This is an optimization exercise on Yosys and OpenROAD, whose aim is small area, not a production implementation. RTL that was checked went through simulation tests only; none was proved equivalent to the original. Power figures rest on the tool's default switching activity, not on a simulated workload.

## adc_capture_buffer
module adc_capture_buffer #(
    parameter int unsigned DATA_W = adda_pkg::DATA_W_DEF,
    parameter int unsigned DEPTH  = adda_pkg::DEPTH_DEF
) (
    input  logic              i_clk,
    input  logic              i_rst_n,
    output logic              o_adc_clk,
    input  logic [DATA_W-1:0] i_adc_data,
    input  logic              i_arm,
    input  logic              i_abort,
    input  logic [DATA_W-1:0] i_trig_level,
    input  logic              i_trig_falling,
    output logic              o_rd_valid,
    input  logic              i_rd_ready,
    output logic [DATA_W-1:0] o_rd_data,
    output logic              o_rd_last,
    output logic              o_busy,
    output logic              o_done
);
    localparam int unsigned AW = $clog2(DEPTH);
    localparam logic [AW:0] PTR_CAP_LAST = (AW+1)'(2 * (DEPTH - 1));
    localparam logic [AW-1:0] CNT_MID  = 8'h62;
    localparam logic [AW-1:0] CNT_LAST = 8'h80;
    adda_pkg::state_e  state_q,    state_d;
    logic              adc_clk_q;
    logic              rd_valid_q, rd_valid_d;
    logic              done_q,     done_d;
  ...
==> module adc_capture_buffer, before the edit <==
module adc_capture_buffer #(
    parameter int unsigned DATA_W = adda_pkg::DATA_W_DEF,
    parameter int unsigned DEPTH  = adda_pkg::DEPTH_DEF
) (
    input  logic              i_clk,
    input  logic              i_rst_n,
    output logic              o_adc_clk,
    input  logic [DATA_W-1:0] i_adc_data,
    input  logic              i_arm,
    input  logic              i_abort,
    input  logic [DATA_W-1:0] i_trig_level,
    input  logic              i_trig_falling,
    output logic              o_rd_valid,
    input  logic              i_rd_ready,
    output logic [DATA_W-1:0] o_rd_data,
    output logic              o_rd_last,
    output logic              o_busy,
    output logic              o_done
);
    localparam int unsigned AW = $clog2(DEPTH);
    localparam logic [AW:0] PTR_CAP_LAST = (AW+1)'(2 * (DEPTH - 1));
    localparam logic [AW-1:0] CNT_MID  = 8'h62;
    localparam logic [AW-1:0] CNT_LAST = 8'h80;
    adda_pkg::state_e  state_q,    state_d;
    logic              adc_clk_q;
    logic              rd_valid_q, rd_valid_d;
    logic              done_q,     done_d;
    logic [AW-1:0]     cnt_q,      cnt_d;
    logic [AW-1:0]     cnt_next;
    logic [AW:0]       rptr_q,     rptr_d;
    logic              strobe;
    logic              fire;
    logic              cnt_last;
    logic              trig_hit;
    logic              ins;
    logic              ins_hi;
    logic              rptr_down;
    logic              rptr_keep;
    logic [AW:0]       rptr_step;
    logic [DATA_W-1:0] prev;
    logic [DATA_W-1:0] ring_rdata;
    assign strobe   = adc_clk_q;
    assign fire     = rd_valid_q & i_rd_ready;
    assign cnt_last = (cnt_q == CNT_LAST);
    assign cnt_next = {cnt_q[AW-2:0],
                       cnt_q[7] ^ cnt_q[5] ^ cnt_q[4] ^ cnt_q[3] ^ (cnt_q[AW-2:0] == '0)};
    assign rptr_down = fire;
    assign rptr_keep = fire & (cnt_q == CNT_MID);
    always_comb begin
        logic [AW:0] flip;
        logic        run;
        run = ~rptr_keep;
        for (int unsigned i = 0; i <= AW; i++) begin
            flip[i] = run;
            run     = run & (rptr_q[i] ^ rptr_down);
        end
        rptr_step = rptr_q ^ flip;
    end
    function automatic logic less(input logic [DATA_W-1:0] a, input logic [DATA_W-1:0] b);
        less = 1'b0;
        for (int unsigned i = 0; i < DATA_W; i++) begin
            less = (~a[i] & b[i]) | ((~a[i] | b[i]) & less);
        end
    endfunction
    always_comb begin
        if (i_trig_falling) begin
            trig_hit = less(i_trig_level, prev) && !less(i_trig_level, i_adc_data);
        end else begin
            trig_hit = less(prev, i_trig_level) && !less(i_adc_data, i_trig_level);
        end
    end
    always_ff @(posedge i_clk or negedge i_rst_n) begin
        if (!i_rst_n) begin
            state_q    <= adda_pkg::ST_IDLE;
            adc_clk_q  <= 1'b0;
            rd_valid_q <= 1'b0;
            done_q     <= 1'b0;
        end else begin
            state_q    <= state_d;
            adc_clk_q  <= ~adc_clk_q;
            rd_valid_q <= rd_valid_d;
            done_q     <= done_d;
        end
    end
    always_ff @(posedge i_clk) begin
        cnt_q  <= cnt_d;
        rptr_q <= rptr_d;
    end
    always_comb begin
        state_d    = state_q;
        cnt_d      = cnt_q;
        rptr_d     = rptr_step;
        rd_valid_d = 1'b0;
        done_d     = 1'b0;
        ins        = strobe;
        ins_hi     = 1'b0;
        unique case (state_q)
            adda_pkg::ST_IDLE: begin
                cnt_d = '0;
                if (i_arm) begin
                    state_d = adda_pkg::ST_ARMED;
                end
            end
            adda_pkg::ST_ARMED: begin
                rptr_d = (AW+1)'(1);
                if (strobe) begin
                    cnt_d = AW'(1);
                    if (cnt_q[0] && trig_hit) begin
                        state_d = adda_pkg::ST_CAPTURE;
                    end
                end
            end
            adda_pkg::ST_CAPTURE: begin
                cnt_d  = '0;
                ins_hi = rptr_q[AW];
                if (strobe && rptr_q == PTR_CAP_LAST) begin
                    state_d = adda_pkg::ST_READOUT;
                end
            end
            adda_pkg::ST_READOUT: begin
                ins        = 1'b0;
                rd_valid_d = 1'b1;
                if (fire) begin
                    cnt_d = cnt_next;
                    if (cnt_last) begin
                        rd_valid_d = 1'b0;
                        done_d     = 1'b1;
                        state_d    = adda_pkg::ST_IDLE;
                    end
                end
            end
            default: state_d = adda_pkg::ST_IDLE;
        endcase
        if (i_abort) begin
            state_d    = adda_pkg::ST_IDLE;
            rd_valid_d = 1'b0;
            done_d     = 1'b0;
        end
    end
    adda_sdp_ram #(
        .DATA_W (DATA_W),
        .ADDR_W (AW)
    ) u_ring (
        .clk_i   (i_clk),
        .ins0_i  (ins & ~ins_hi),
        .ins1_i  (ins & ins_hi),
        .wdata_i (i_adc_data),
        .raddr_i (rptr_q[AW-1:0]),
        .rdata_o (ring_rdata),
        .slot1_o (prev)
    );
    assign o_adc_clk  = adc_clk_q;
    assign o_rd_valid = rd_valid_q;
    assign o_rd_data  = rd_valid_q ? ring_rdata : '0;
    assign o_rd_last  = rd_valid_q & cnt_last;
    assign o_busy     = (state_q != adda_pkg::ST_IDLE);
    assign o_done     = done_q;
endmodule
clock: 10.0 ns
lec_check: 0
cap_margin: 20
core_margin: 2
core_utilization: 60
cts_cluster_diameter: 100
cts_cluster_size: 25
slew_margin: 20
synth_hierarchical: 1
standard.sh (not shown) runs the stock make flow with config.mk's settings and CLKGATE_MAP_FILE= SYNTH_SCRIPT=/design/flow/synth_recipe.tcl, a recipe that flattens the netlist after the stock synthesis.
==> flow/flow/run.sh <==
#!/bin/bash
# Layout flow: the standard ORFS flow (standard.sh), except that the port
# buffers that global placement inserts are sky130_fd_sc_hd__buf_1 instead
# of the buffer the resizer picks. The make run's full output goes to
# orfs_finish.log in the work folder.
set -euo pipefail
export BUFFER_PORTS_ARGS="-buffer_cell sky130_fd_sc_hd__buf_1"
bash standard.sh "BUFFER_PORTS_ARGS=$BUFFER_PORTS_ARGS" finish > orfs_finish.log 2>&1
test -f out/final.def
Rerun with:
--- a/flow/design.v
+++ b/flow/design.v
@@ -156,25 +156,21 @@
         for (int unsigned i = 0; i <= AW; i++) begin
             flip[i] = run;
             run     = run & (rptr_q[i] ^ rptr_down);
         end
         rptr_step = rptr_q ^ flip;
     end
-    function automatic logic less(input logic [DATA_W-1:0] a, input logic [DATA_W-1:0] b);
-        less = 1'b0;
+    function automatic logic less(input logic [DATA_W-1:0] a, input logic [DATA_W-1:0] b,
+                                  input logic ci);
+        less = ci;
         for (int unsigned i = 0; i < DATA_W; i++) begin
             less = (~a[i] & b[i]) | ((~a[i] | b[i]) & less);
         end
     endfunction
-    always_comb begin
-        if (i_trig_falling) begin
-            trig_hit = less(i_trig_level, prev) && !less(i_trig_level, i_adc_data);
-        end else begin
-            trig_hit = less(prev, i_trig_level) && !less(i_adc_data, i_trig_level);
-        end
-    end
+    assign trig_hit = (less(prev, i_trig_level, i_trig_falling) ^ i_trig_falling)
+                   && (less(i_adc_data, i_trig_level, i_trig_falling) ^ ~i_trig_falling);
     always_ff @(posedge i_clk or negedge i_rst_n) begin
         if (!i_rst_n) begin
             state_q    <= adda_pkg::ST_IDLE;
             adc_clk_q  <= 1'b0;
             rd_valid_q <= 1'b0;
             done_q     <= 1'b0;
After rerunning:
- The changed run passed the timing, design-rule and antenna checks
- hold slack barely changes
- count of clock-buffer cells in the layout went up by 2
- first-iteration DRC count is lower by 2.6%
- area after synthesis barely changes
- power hardly moves
Function not checked in the first run of this note: the RTL went through the layout flow alone.

-- static timing again, ports no longer ideal --
In the flow no input, the clock included, has a driving cell. The finished layouts below were timed again as built, in two steps. Step 1 (the two cells are an assumption about what drives the block):
set clk [get_ports {i_clk}]
set_driving_cell -lib_cell sky130_fd_sc_hd__clkbuf_16 $clk
set_driving_cell -lib_cell sky130_fd_sc_hd__buf_2 [delete_from_list [all_inputs] $clk]
Step 2 also shifts input and output timing later by t, the mid clock arrival at the registers, as if the neighbouring blocks saw the same clock. Slacks: no drivers / after step 1 / after step 2; pairs: no drivers / after step 1.
run | t, ns | setup slack, ns | worst hold slack (ns) | latest minus earliest clock arrival (ns) | worst data-port slew with drivers (ns)
the first run | 0.742 | 1.857 / 1.790 / 2.531 | 0.340 / 0.340 / 0.340 | 0.029 / 0.029 | 0.03
the second run | 0.734 | 1.998 / 1.933 / 2.668 | 0.338 / 0.338 / 0.338 | 0.029 / 0.029 | 0.04
After both steps every run listed still meets setup and hold.
